From an optimization exercise on the open Yosys and OpenROAD flow, aimed at small area, a short achievable clock period and few clock cycles per item; shortcuts taken in it are not production practice.
Only simulation tests tie the RTL to the original design; equivalence was not proved.

garnet:
Design ascon_encrypt_1block, start of the top module:
module ascon_encrypt_1block
(
    input  logic              clk,
    input  logic              reset,
    input  logic              start,
    input  ascon_pkg::block_t key,
    input  ascon_pkg::block_t nonce,
    input  ascon_pkg::block_t ad,
    input  ascon_pkg::block_t pt,
    output ascon_pkg::block_t c,
    output ascon_pkg::block_t t,
    output logic              busy,
    output logic              done
);
==> flow/config.mk <==
export PLATFORM = sky130hd
export DESIGN_NAME = ascon_encrypt_1block
export DESIGN_NICKNAME = ascon_encrypt_1block
export VERILOG_FILES = /design/flow/design.v
export SDC_FILE = /design/flow/constraint.sdc
export NUM_CORES = 4
export LEC_CHECK = 0
export CAP_MARGIN = 20
export CORE_MARGIN = 2
export CORE_UTILIZATION = 55
export CTS_CLUSTER_DIAMETER = 80
export CTS_CLUSTER_SIZE = 20
export PLACE_DENSITY = 0.75
export SETUP_SLACK_MARGIN = 5.0
export SLEW_MARGIN = 30
export SYNTH_HIERARCHICAL = 1
export SYNTH_MINIMUM_KEEP_SIZE = 0
==> flow/constraint.sdc <==
create_clock -name core_clock -period 8.0 [get_ports {clk}]
set_input_delay 1.6000 -clock core_clock [delete_from_list [all_inputs] [get_ports {clk}]]
set_output_delay 1.6000 -clock core_clock [all_outputs]
set_load 0.01 [all_outputs]
standard.sh (not shown) runs the stock make flow with config.mk's settings and CLKGATE_MAP_FILE= SYNTH_SCRIPT=/design/flow/synth_recipe.tcl, a recipe that flattens the netlist after the stock synthesis.
==> flow/flow/run.sh <==
#!/bin/bash
# Standard layout, with plain buf_1 cells as the port buffers instead of
# the delay buffer that buffer_ports picks by default.
set -euo pipefail
export BUFFER_PORTS_ARGS="-buffer_cell sky130_fd_sc_hd__buf_1"
bash standard.sh > standard.log 2>&1
Testbench counts of garnet, summed over its fixed seeds: cycles 10,504, items 256.
--- input diff garnet..pepper ---
# garnet
export LEC_CHECK = 0
export CAP_MARGIN = 20
export CORE_MARGIN = 2
export CORE_UTILIZATION = 55
export CTS_CLUSTER_DIAMETER = 80
export CTS_CLUSTER_SIZE = 20
export PLACE_DENSITY = 0.75
export SETUP_SLACK_MARGIN = 5.0
export SLEW_MARGIN = 30
export SYNTH_HIERARCHICAL = 1
export SYNTH_MINIMUM_KEEP_SIZE = 0
create_clock -name core_clock -period 8.0 [get_ports {clk}]
# pepper
export LEC_CHECK = 0
export CAP_MARGIN = 20
export CORE_MARGIN = 2
export CORE_UTILIZATION = 55
export CTS_CLUSTER_DIAMETER = 80
export CTS_CLUSTER_SIZE = 20
export SETUP_SLACK_MARGIN = 5.0
export SLEW_MARGIN = 30
export SYNTH_HIERARCHICAL = 1
export SYNTH_MINIMUM_KEEP_SIZE = 0
create_clock -name core_clock -period 8.0 [get_ports {clk}]
[summary]
On cell count after placement, pepper tracks garnet almost exactly. On pepper: minimum clock period after layout is 0.064 ns lower than what garnet gave. Changes observed in pepper relative to garnet: end-of-flow core utilization neither gained nor lost much; post-layout worst setup margin picked up an extra 0.064 ns. The run with more routed wire is garnet, not pepper.
Input changes introduced in lagoon (baseline for comparison: pepper):
# pepper
export LEC_CHECK = 0
export CAP_MARGIN = 20
export CORE_MARGIN = 2
export CORE_UTILIZATION = 55
export CTS_CLUSTER_DIAMETER = 80
export CTS_CLUSTER_SIZE = 20
export SETUP_SLACK_MARGIN = 5.0
export SLEW_MARGIN = 30
export SYNTH_HIERARCHICAL = 1
export SYNTH_MINIMUM_KEEP_SIZE = 0
create_clock -name core_clock -period 8.0 [get_ports {clk}]
# lagoon
export LEC_CHECK = 0
export CAP_MARGIN = 20
export CORE_MARGIN = 2
export CORE_UTILIZATION = 55
export CTS_CLUSTER_DIAMETER = 80
export CTS_CLUSTER_SIZE = 20
export SLEW_MARGIN = 30
export SYNTH_HIERARCHICAL = 1
export SYNTH_MINIMUM_KEEP_SIZE = 0
create_clock -name core_clock -period 8.0 [get_ports {clk}]
diff --git a/flow/flow/run.sh b/flow/flow/run.sh
--- a/flow/flow/run.sh
+++ b/flow/flow/run.sh
@@ -3 +3,2 @@
-# the delay buffer that buffer_ports picks by default.
+# the delay buffer that buffer_ports picks by default, and timing repair
+# aimed at a 2.8 ns period (the clock constraint stays at the design's).
@@ -5,0 +7 @@
+export SETUP_SLACK_MARGIN=5.2
Notes after the runs:
- Non-clock buffer count in the final layout ended up 23 higher on lagoon than on pepper.
- Number of diodes added for antenna fixing, pepper and lagoon: larger value in lagoon
- Looking at routed wire length on met2, lagoon sits above pepper.
- On time the final worst path needs with I/O delays and setup: between pepper and lagoon, it ends up higher for pepper.
- Max cell area across pepper and lagoon: lagoon
- Setup slack: lagoon better than pepper

port drivers added, routing unchanged:
How much do the figures lean on ideal ports? The routed layouts below were timed once more, with nothing changed but the port constraints. Step 1 assumes that a clkbuf_16 drives the clock port and a buf_2 every other input. Step 2 also shifts input and output timing later by t, the mid clock arrival at the registers, as if the neighbouring blocks saw the same clock. Slacks: ideal ports / drivers / drivers and shift; pairs: ideal ports / drivers.
run | t (ns) | slack for setup (ns) | hold slack, ns | worst setup path at the end
garnet | 0.689 | 4.888 / 4.888 / 4.710 | 0.475 / 0.475 / 0.475 | input to register
pepper | 0.698 | 4.953 / 4.920 / 4.761 | 0.477 / 0.477 / 0.477 | input to register
lagoon | 0.698 | 4.994 / 4.994 / 4.787 | 0.478 / 0.478 / 0.478 | input to register
After both steps setup and hold are still met in every run listed. For lagoon, which loses most, drivers alone change the setup slack by 0.000 ns; drivers and shift together by -0.207 ns.
